Source: an optimization exercise on an open RTL-to-GDS flow (aim: small area). Production flows keep margins and buffers that such runs may drop.
The RTL was checked by simulation tests, not by an equivalence proof against the original design.
No driver is modelled on the clock port, so clock power and skew are understated where the tree is cut down; a real chip needs a root buffer or a tree.
Power is estimated from default activity; no workload was simulated.

Design cpu16_backend, start of the top module:
module cpu16_backend
(
    input  logic         clk,
    input  logic         reset,
    input  logic         in_valid,
    output logic         in_ready,
    input  logic [15:0]  in_instr,
    output logic         retire_valid,
    input  logic         retire_ready,
    output logic [32:0]  retire,
    output logic [127:0] regval
);
Size: roughly 170 flip-flops.
==> module cpu16_backend, before the edit <==
module cpu16_backend
(
    input  logic         clk,
    input  logic         reset,
    input  logic         in_valid,
    output logic         in_ready,
    input  logic [15:0]  in_instr,
    output logic         retire_valid,
    input  logic         retire_ready,
    output logic [32:0]  retire,
    output logic [127:0] regval
);
    logic [127:0] rf;      
    logic [15:0] ins;      
    logic [15:0] acc;      
    logic [1:0]  ph;       
    logic [3:0]  cnt;      
    logic        c;        
    logic        wb;       
    wire [3:0]  op     = ins[15:12];
    wire        nop    = op[3];
    wire [2:0]  rd     = ins[10:8];
    wire        is_sub = (op[2:0] == 3'd1);
    wire        is_log = (op[2:1] == 2'd1) || (op[2:0] == 3'd4);
    wire        is_shl = (op[2:0] == 3'd5);
    wire        is_ldi = (op[2:0] == 3'd6);
    wire        is_ld  = (op[2:0] == 3'd7);
    wire [2:0]  sel   = (ph == 2'd0) ? ins[10:8] : (ph == 2'd1) ? ins[7:5] : ins[4:2];
    wire        rzero = (ph == 2'd0) && nop;
    logic [15:0] rv;
    always_comb begin
        if (rzero)
            rv = 16'h0000;
        else case (sel)
            3'd0: rv = rf[15:0];
            3'd1: rv = rf[31:16];
            3'd2: rv = rf[47:32];
            3'd3: rv = rf[63:48];
            3'd4: rv = rf[79:64];
            3'd5: rv = rf[95:80];
            3'd6: rv = rf[111:96];
            default: rv = rf[127:112];
        endcase
    end
    wire        rbit = rv[cnt];
    wire [3:0]  k    = rv[3:0];
    wire        ibit = ins[cnt[2:0]];
    wire        last  = (cnt == 4'd15);
    wire        kend  = (cnt == ~k);
    wire        bop  = is_ld ? (ibit && cnt < 4'd5) : rbit;
    wire        bx   = bop ^ is_sub;
    wire        a0   = acc[0];
    wire        sum  = a0 ^ bx ^ c;
    wire        cry  = (a0 & bx) | (a0 & c) | (bx & c);
    wire        is_ao = (op[2:1] == 2'd1);
    logic nb;      
    logic cn;      
    logic fin;     
    always_comb begin
        nb  = 1'b0;
        cn  = c;
        fin = 1'b0;
        case (ph)
            2'd1: begin
                if (nop)
                    nb = 1'b0;
                else if (is_ldi)
                    nb = ibit && !cnt[3];
                else
                    nb = rbit;
                fin = last && (nop || is_ldi);
                cn  = is_sub || (op[2:0] == 3'd3);
            end
            2'd2: begin
                if (is_shl) begin
                    nb = a0 && !c;
                    cn = c || kend;
                end else begin
                    nb = is_ao ? cry : sum;
                    if (!is_log)
                        cn = last ? (acc[8:5] == 4'd0) : cry;
                end
                fin = last && !is_shl && !is_ld;
            end
            default: begin
                if (is_shl) begin
                    nb  = a0;
                    fin = kend;
                end else begin
                    nb  = c && (cnt[3:2] == 2'd0 ? a0 :
                                cnt[3:2] == 2'd1 ? acc[12] : (cnt == 4'd12));
                    fin = last;
                end
            end
        endcase
    end
    wire [15:0] accn = {nb, acc[15:1]};
    assign in_ready = (ph == 2'd0) && !wb && !retire_valid;
    assign retire   = {ins, !nop, rv};
    always_ff @(posedge clk) begin
        if (reset) begin
            ph           <= 2'd0;
            wb           <= 1'b0;
            retire_valid <= 1'b0;
        end else begin
            if (ph == 2'd0) begin
                if (in_valid && in_ready)
                    ph <= 2'd1;
            end else if (fin) begin
                ph <= 2'd0;
            end else if (last) begin
                ph <= ph + 2'd1;
            end
            wb <= ph != 2'd0 && fin;
            if (wb)
                retire_valid <= 1'b1;
            else if (retire_ready)
                retire_valid <= 1'b0;
        end
    end
    always_ff @(posedge clk) begin
        if (in_valid && in_ready)
            ins <= in_instr;
    end
    always_ff @(posedge clk) begin
        if (ph == 2'd0)
            cnt <= 4'd0;
        else
            cnt <= cnt + 4'd1;
        c <= cn;
        acc <= accn;
    end
    wire        wr = wb && !nop;
    wire [15:0] wd = acc & {16{!reset}};
    always_ff @(posedge clk) begin
        for (int i = 0; i < 8; i++) begin
            if (reset || (wr && rd == 3'(i)))
                rf[i*16 +: 16] <= wd;
        end
    end
    assign regval = rf;
endmodule
==> flow/config.mk <==
export PLATFORM = sky130hd
export DESIGN_NAME = cpu16_backend
export DESIGN_NICKNAME = cpu16_backend
export VERILOG_FILES = /design/flow/design.v
export SDC_FILE = /design/flow/constraint.sdc
export NUM_CORES = 4
export LEC_CHECK = 0
export CAP_MARGIN = 20
export CORE_MARGIN = 2
export CORE_UTILIZATION = 60
export PLACE_DENSITY = 0.75
export SLEW_MARGIN = 20
==> flow/constraint.sdc <==
create_clock -name core_clock -period 5.0 [get_ports {clk}]
set_input_delay 1.0000 -clock core_clock [delete_from_list [all_inputs] [get_ports {clk}]]
set_output_delay 1.0000 -clock core_clock [all_outputs]
set_load 0.01 [all_outputs]
standard.sh (not shown) runs the stock make flow with config.mk's settings and CLKGATE_MAP_FILE= SYNTH_SCRIPT=/design/flow/synth_recipe.tcl, a recipe that flattens the netlist after the stock synthesis.
==> flow/flow/run.sh <==
#!/bin/bash
# Own layout flow: the standard ORFS flow (standard.sh) with these changes:
#  - synthesis runs flow/synth.tcl, which is synth_recipe.tcl with the final ABC
#    mapping done by the area-oriented script flow/area.abc (no delay target);
#    registers are untouched, so they match the standard synthesis;
#  - every port still gets its own buffer, but a buf_1 rather than the default cell;
#  - the clock tree is built by flow/manual_cts.tcl (run as ORFS's PRE_CTS_TCL
#    hook): one root clock buffer driving leaf clock buffers, each driving a
#    compact cluster of at most about 17 flip-flops (more leaves if the
#    estimated clock-pin slew exceeds 110 ps); ORFS's own
#    clock_tree_synthesis is skipped, the rest of its CTS step runs as usual.
# Each tool's output goes to ORFS's own logs under orfs/logs; make's to flow.log.
set -euo pipefail
W=$PWD
export AREA_ABC_SCRIPT=$W/flow/area.abc
export BUFFER_PORTS_ARGS="-buffer_cell sky130_fd_sc_hd__buf_1"
export PRE_CTS_TCL=$W/flow/manual_cts.tcl
export MCTS_SINKS=17
export MCTS_MAX_SLEW=0.110
export MCTS_LEAF_CELL=sky130_fd_sc_hd__clkbuf_8
export MCTS_ROOT_CELL=sky130_fd_sc_hd__clkbuf_8
sed "s|SYNTH_SCRIPT=[^ ]*|SYNTH_SCRIPT=$W/flow/synth.tcl|" standard.sh > own_standard.sh
bash own_standard.sh finish > flow.log 2>&1
Other scripts of this flow, unchanged in this note and not shown: flow/flow/area.abc, flow/flow/manual_cts.tcl, flow/flow/synth.tcl
The first run finished clean.
==> next run, changes <==
--- a/flow/design.v
+++ b/flow/design.v
@@ -62,13 +62,14 @@
     input  logic         retire_ready,
     output logic [32:0]  retire,
     output logic [127:0] regval
 );
     logic [127:0] rf;      
     logic [15:0] ins;      
-    logic [15:0] acc;      
+    logic [15:0] acc_n;    
+    wire  [15:0] acc = ~acc_n;
     logic [1:0]  ph;       
     logic [3:0]  cnt;      
     logic        c;        
     logic        wb;       
     wire [3:0]  op     = ins[15:12];
     wire        nop    = op[3];
@@ -178,18 +179,18 @@
     always_ff @(posedge clk) begin
         if (ph == 2'd0)
             cnt <= 4'd0;
         else
             cnt <= cnt + 4'd1;
         c <= cn;
-        acc <= accn;
+        acc_n <= ~accn;
     end
     wire        wr = wb && !nop;
     wire [15:0] wd = acc & {16{!reset}};
     always_ff @(posedge clk) begin
         for (int i = 0; i < 8; i++) begin
-            if (reset || (wr && rd == 3'(i)))
+            if (reset || (wr && sel == 3'(i)))
                 rf[i*16 +: 16] <= wd;
         end
     end
     assign regval = rf;
 endmodule
=> The changed run ran to the end with no violations; worst setup slack improves by 0.11 ns; design area falls by 0.81%; sequential power barely changes; core utilization came out lower by 0.27 points; hold slack is better by 0.013 ns; combinational power came out lower by about 3%; global-route usage rises by 1.1 points; power is about the same; register-to-register slack improves by 0.11 ns; fmax came out higher by 2.4%; clock power climbs by 6.6%.
No run of this note takes its clock network from TritonCTS; it comes from the design's own scripts or RTL.

---

The RTL this note starts from:
==> flow/design.v <==
package cpu16_pkg;
    localparam int WORD_W    = 16;
    localparam int NUM_REGS  = 8;
    localparam int NUM_LANES = 2;
    localparam int MEM_WORDS = 256;
    localparam int LANE_W    = (NUM_LANES > 1) ? $clog2(NUM_LANES) : 1;
    localparam int REGVAL_W  = NUM_REGS * WORD_W;
    localparam int ISSUE_W   = 16 + 2 * WORD_W + 2;
    localparam int RESULT_W  = 16 + 2 + 2 * WORD_W;
    localparam int RETIRE_W  = 16 + 1 + WORD_W;
    typedef logic [WORD_W-1:0]   word_t;
    typedef logic [15:0]         instr_t;
    typedef logic [2:0]          reg_idx_t;
    typedef logic [7:0]          mem_addr_t;
    typedef logic [LANE_W-1:0]   lane_idx_t;
    typedef logic [REGVAL_W-1:0] regval_t;
    typedef enum logic [3:0] {
        OP_ADD = 4'h0,
        OP_SUB = 4'h1,
        OP_AND = 4'h2,
        OP_OR  = 4'h3,
        OP_XOR = 4'h4,
        OP_SHL = 4'h5,
        OP_LDI = 4'h6,
        OP_LD  = 4'h7,
        OP_NOP = 4'hf
    } opcode_t;
    typedef struct packed {
        instr_t instr;
        word_t  a;
        word_t  b;
        logic   iswb;
        logic   isld;
    } issue_t;
    typedef struct packed {
        instr_t instr;
        logic   iswb;
        logic   isld;
        word_t  aluresult;
        word_t  ldresult;
    } lane_result_t;
    typedef struct packed {
        instr_t instr;
        logic   written;
        word_t  result;
    } retire_t;
    typedef struct packed {
        logic     valid;
        reg_idx_t idx;
        word_t    value;
    } commit_t;
endpackage
`timescale 1ns/100ps
module cpu16_backend
(
    input  logic         clk,
    input  logic         reset,
    input  logic         in_valid,
    output logic         in_ready,
    input  logic [15:0]  in_instr,
    output logic         retire_valid,
    input  logic         retire_ready,
    output logic [32:0]  retire,
    output logic [127:0] regval
);
    logic [127:0] rf;      
    logic [15:0] ins;      
    logic [15:0] acc;      
    logic [1:0]  ph;       
    logic [3:0]  cnt;      
    logic        c;        
    wire [3:0]  op     = ins[15:12];
    wire        nop    = op[3];
    wire [2:0]  rd     = ins[10:8];
    wire        is_sub = (op[2:0] == 3'd1);
    wire        is_log = (op[2:1] == 2'd1) || (op[2:0] == 3'd4);
    wire        is_shl = (op[2:0] == 3'd5);
    wire        is_ldi = (op[2:0] == 3'd6);
    wire        is_ld  = (op[2:0] == 3'd7);
    wire [2:0]  sel  = (ph == 2'd1) ? ins[7:5] : ins[4:2];
    logic [15:0] rv;
    always_comb begin
        case (sel)
            3'd0: rv = rf[15:0];
            3'd1: rv = rf[31:16];
            3'd2: rv = rf[47:32];
            3'd3: rv = rf[63:48];
            3'd4: rv = rf[79:64];
            3'd5: rv = rf[95:80];
            3'd6: rv = rf[111:96];
            default: rv = rf[127:112];
        endcase
    end
    wire        rbit = rv[cnt];
    wire [3:0]  k    = rv[3:0];
    wire        ibit = ins[cnt[2:0]];
    wire        first = (cnt == 4'd0);
    wire        last  = (cnt == 4'd15);
    wire        kend  = (cnt == ~k);
    wire        bop  = is_ld ? (ibit && cnt < 4'd5) : rbit;
    wire        bx   = bop ^ is_sub;
    wire        ci   = first ? ((ph == 2'd3) ? (acc[7:4] == 4'd0) : is_sub) : c;
    wire        a0   = acc[0];
    logic nb;      
    logic cn;      
    logic fin;     
    always_comb begin
        nb  = 1'b0;
        cn  = ci;
        fin = 1'b0;
        case (ph)
            2'd1: begin
                if (nop)
                    nb = 1'b0;
                else if (is_ldi)
                    nb = ibit && !cnt[3];
                else
                    nb = rbit;
                fin = last && (nop || is_ldi);
            end
            2'd2: begin
                if (is_shl) begin
                    nb = a0 && !ci;
                    cn = ci || kend;
                end else if (is_log) begin
                    nb = (op[2:0] == 3'd2) ? (a0 & bop) :
                         (op[2:0] == 3'd3) ? (a0 | bop) : (a0 ^ bop);
                end else begin
                    nb = a0 ^ bx ^ ci;
                    cn = (a0 & bx) | (a0 & ci) | (bx & ci);
                end
                fin = last && !is_shl && !is_ld;
            end
            default: begin
                if (is_shl) begin
                    nb  = a0;
                    fin = kend;
                end else begin
                    nb  = ci && (cnt[3:2] == 2'd0 ? a0 :
                                 cnt[3:2] == 2'd1 ? acc[12] : (cnt == 4'd12));
                    fin = last;
                end
            end
        endcase
    end
    wire [15:0] accn = {nb, acc[15:1]};
    assign in_ready = (ph == 2'd0) && !retire_valid;
    assign retire   = {ins, !nop, acc};
    always_ff @(posedge clk) begin
        if (reset) begin
            ph           <= 2'd0;
            retire_valid <= 1'b0;
        end else begin
            if (ph == 2'd0) begin
                if (in_valid && in_ready)
                    ph <= 2'd1;
            end else if (fin) begin
                ph <= 2'd0;
            end else if (last) begin
                ph <= ph + 2'd1;
            end
            if (ph != 2'd0 && fin)
                retire_valid <= 1'b1;
            else if (retire_ready)
                retire_valid <= 1'b0;
        end
    end
    always_ff @(posedge clk) begin
        if (in_valid && in_ready)
            ins <= in_instr;
    end
    always_ff @(posedge clk) begin
        if (ph == 2'd0)
            cnt <= 4'd0;
        else
            cnt <= cnt + 4'd1;
        c <= cn;
        if (ph != 2'd0)
            acc <= accn;
    end
    wire        wr = ph != 2'd0 && fin && !nop;
    wire [15:0] wd = accn & {16{!reset}};
    always_ff @(posedge clk) begin
        for (int i = 0; i < 8; i++) begin
            if (reset || (wr && rd == 3'(i)))
                rf[i*16 +: 16] <= wd;
        end
    end
    assign regval = rf;
endmodule
export LEC_CHECK = 0
export CAP_MARGIN = 20
export CORE_MARGIN = 2
export CORE_UTILIZATION = 40
export PLACE_DENSITY = 0.6
export SLEW_MARGIN = 20
create_clock -name core_clock -period 5.0 [get_ports {clk}]
==> flow/flow/run.sh <==
#!/bin/bash
# Own layout flow: the standard ORFS flow (standard.sh) with these changes:
#  - synthesis runs flow/synth.tcl, which is synth_recipe.tcl with the final ABC
#    mapping done by the area-oriented script flow/area.abc (no delay target);
#    registers are untouched, so they match the standard synthesis;
#  - every port still gets its own buffer, but a buf_1 rather than the default cell;
#  - clock tree synthesis uses small clock buffers and no dummy loads.
# Each tool's output goes to ORFS's own logs under orfs/logs; make's to flow.log.
set -euo pipefail
W=$PWD
export AREA_ABC_SCRIPT=$W/flow/area.abc
export BUFFER_PORTS_ARGS="-buffer_cell sky130_fd_sc_hd__buf_1"
export GPL_KEEP_OVERFLOW=0
export CTS_ARGS="-sink_clustering_enable -repair_clock_nets -dont_use_dummy_load -sink_clustering_size 40 -sink_clustering_max_diameter 120 -buf_list {sky130_fd_sc_hd__clkbuf_8}"
sed "s|SYNTH_SCRIPT=[^ ]*|SYNTH_SCRIPT=$W/flow/synth.tcl|" standard.sh > own_standard.sh
bash own_standard.sh finish > flow.log 2>&1
==> flow/flow/area.abc <==
strash
&get -n
&st
&dch -f
&nf -a -R 1000
&put
topo
==> flow/flow/synth.tcl <==
# The standard flow's synthesis script (synth_recipe.tcl) with one change: the final ABC
# mapping runs an area-oriented script, without a delay target.
proc synth {args} { yosys synth -nofsm -noshare {*}$args }
proc abc {args} {
  set i [lsearch -exact $args -script]
  if {$i >= 0} { set args [lreplace $args [expr {$i + 1}] [expr {$i + 1}] $::env(AREA_ABC_SCRIPT)] }
  set i [lsearch -exact $args -D]
  if {$i >= 0} { set args [lreplace $args $i [expr {$i + 1}]] }
  puts "area abc: $args"
  yosys abc {*}$args
}
source $::env(SCRIPTS_DIR)/synth.tcl
# left out here: clear keep_hierarchy, flatten, clean up, hide names made inside functions, write 1_2_yosys.v
The starting point finished clean.
Rerun with:
--- a/flow/design.v
+++ b/flow/design.v
@@ -67,10 +67,11 @@
     logic [15:0] ins;      
     logic [15:0] acc;      
     logic [1:0]  ph;       
     logic [3:0]  cnt;      
     logic        c;        
+    logic        wb;       
     wire [3:0]  op     = ins[15:12];
     wire        nop    = op[3];
     wire [2:0]  rd     = ins[10:8];
     wire        is_sub = (op[2:0] == 3'd1);
     wire        is_log = (op[2:1] == 2'd1) || (op[2:0] == 3'd4);
@@ -92,76 +93,78 @@
         endcase
     end
     wire        rbit = rv[cnt];
     wire [3:0]  k    = rv[3:0];
     wire        ibit = ins[cnt[2:0]];
-    wire        first = (cnt == 4'd0);
     wire        last  = (cnt == 4'd15);
     wire        kend  = (cnt == ~k);
     wire        bop  = is_ld ? (ibit && cnt < 4'd5) : rbit;
     wire        bx   = bop ^ is_sub;
-    wire        ci   = first ? ((ph == 2'd3) ? (acc[7:4] == 4'd0) : is_sub) : c;
     wire        a0   = acc[0];
+    wire        sum  = a0 ^ bx ^ c;
+    wire        cry  = (a0 & bx) | (a0 & c) | (bx & c);
+    wire        is_ao = (op[2:1] == 2'd1);
     logic nb;      
     logic cn;      
     logic fin;     
     always_comb begin
         nb  = 1'b0;
-        cn  = ci;
+        cn  = c;
         fin = 1'b0;
         case (ph)
             2'd1: begin
                 if (nop)
                     nb = 1'b0;
                 else if (is_ldi)
                     nb = ibit && !cnt[3];
                 else
                     nb = rbit;
                 fin = last && (nop || is_ldi);
+                cn  = is_sub || (op[2:0] == 3'd3);
             end
             2'd2: begin
                 if (is_shl) begin
-                    nb = a0 && !ci;
-                    cn = ci || kend;
-                end else if (is_log) begin
-                    nb = (op[2:0] == 3'd2) ? (a0 & bop) :
-                         (op[2:0] == 3'd3) ? (a0 | bop) : (a0 ^ bop);
+                    nb = a0 && !c;
+                    cn = c || kend;
                 end else begin
-                    nb = a0 ^ bx ^ ci;
-                    cn = (a0 & bx) | (a0 & ci) | (bx & ci);
+                    nb = is_ao ? cry : sum;
+                    if (!is_log)
+                        cn = last ? (acc[8:5] == 4'd0) : cry;
                 end
                 fin = last && !is_shl && !is_ld;
             end
             default: begin
                 if (is_shl) begin
                     nb  = a0;
                     fin = kend;
                 end else begin
-                    nb  = ci && (cnt[3:2] == 2'd0 ? a0 :
-                                 cnt[3:2] == 2'd1 ? acc[12] : (cnt == 4'd12));
+                    nb  = c && (cnt[3:2] == 2'd0 ? a0 :
+                                cnt[3:2] == 2'd1 ? acc[12] : (cnt == 4'd12));
                     fin = last;
                 end
             end
         endcase
     end
     wire [15:0] accn = {nb, acc[15:1]};
-    assign in_ready = (ph == 2'd0) && !retire_valid;
+    assign in_ready = (ph == 2'd0) && !wb && !retire_valid;
     assign retire   = {ins, !nop, acc};
     always_ff @(posedge clk) begin
         if (reset) begin
             ph           <= 2'd0;
+            wb           <= 1'b0;
             retire_valid <= 1'b0;
         end else begin
             if (ph == 2'd0) begin
                 if (in_valid && in_ready)
                     ph <= 2'd1;
             end else if (fin) begin
                 ph <= 2'd0;
             end else if (last) begin
                 ph <= ph + 2'd1;
             end
-            if (ph != 2'd0 && fin)
+            wb <= ph != 2'd0 && fin;
+            if (wb)
                 retire_valid <= 1'b1;
             else if (retire_ready)
                 retire_valid <= 1'b0;
         end
     end
@@ -176,12 +179,12 @@
             cnt <= cnt + 4'd1;
         c <= cn;
         if (ph != 2'd0)
             acc <= accn;
     end
-    wire        wr = ph != 2'd0 && fin && !nop;
-    wire [15:0] wd = accn & {16{!reset}};
+    wire        wr = wb && !nop;
+    wire [15:0] wd = acc & {16{!reset}};
     always_ff @(posedge clk) begin
         for (int i = 0; i < 8; i++) begin
             if (reset || (wr && rd == 3'(i)))
                 rf[i*16 +: 16] <= wd;
         end
Synthesized cell count goes down by 1.5%.
Global-route usage came out higher by 0.37 points.
Setup slack gains 0.040 ns.
Final area decreases by about 2.5%.
Clock skew is about the same.
Utilization went down by 1.2 points.
Power climbs by 50%.
Wire length came out higher by about 0.32%.
Area after synthesis hardly moves.
Critical path depth goes up by 1.
Sequential power climbs by 30%.

==> afterwards: timing with drivers on the ports <==
The results above use ideal ports. As a check the final layouts listed here were re-extracted and re-timed, cells and wires unchanged.
Step 1 assumes that a clkbuf_16 drives the clock port and a buf_2 every other input.
Step 2 moves the port delays by t, midway between the first and last clock arrival at a register: inputs arrive t later, outputs are due t later. That takes back most of the time a late clock gives input paths.
Three values: ideal, step 1, step 2; two values: the first two.
| run | t (ns) | slack for setup (ns) | cell pins on the clock port's net |
|---|---|---|---|
| the first run of note 1 | 0.450 | 0.195 / 0.195 / 0.195 | 1 |
| the second run of note 1 | 0.476 | 0.307 / 0.307 / 0.307 | 1 |
| the first run of note 2 | 0.473 | 0.236 / 0.236 / 0.236 | 1 |
| the second run of note 2 | 0.475 | 0.275 / 0.275 / 0.275 | 1 |
After both steps every run listed still meets setup and hold.
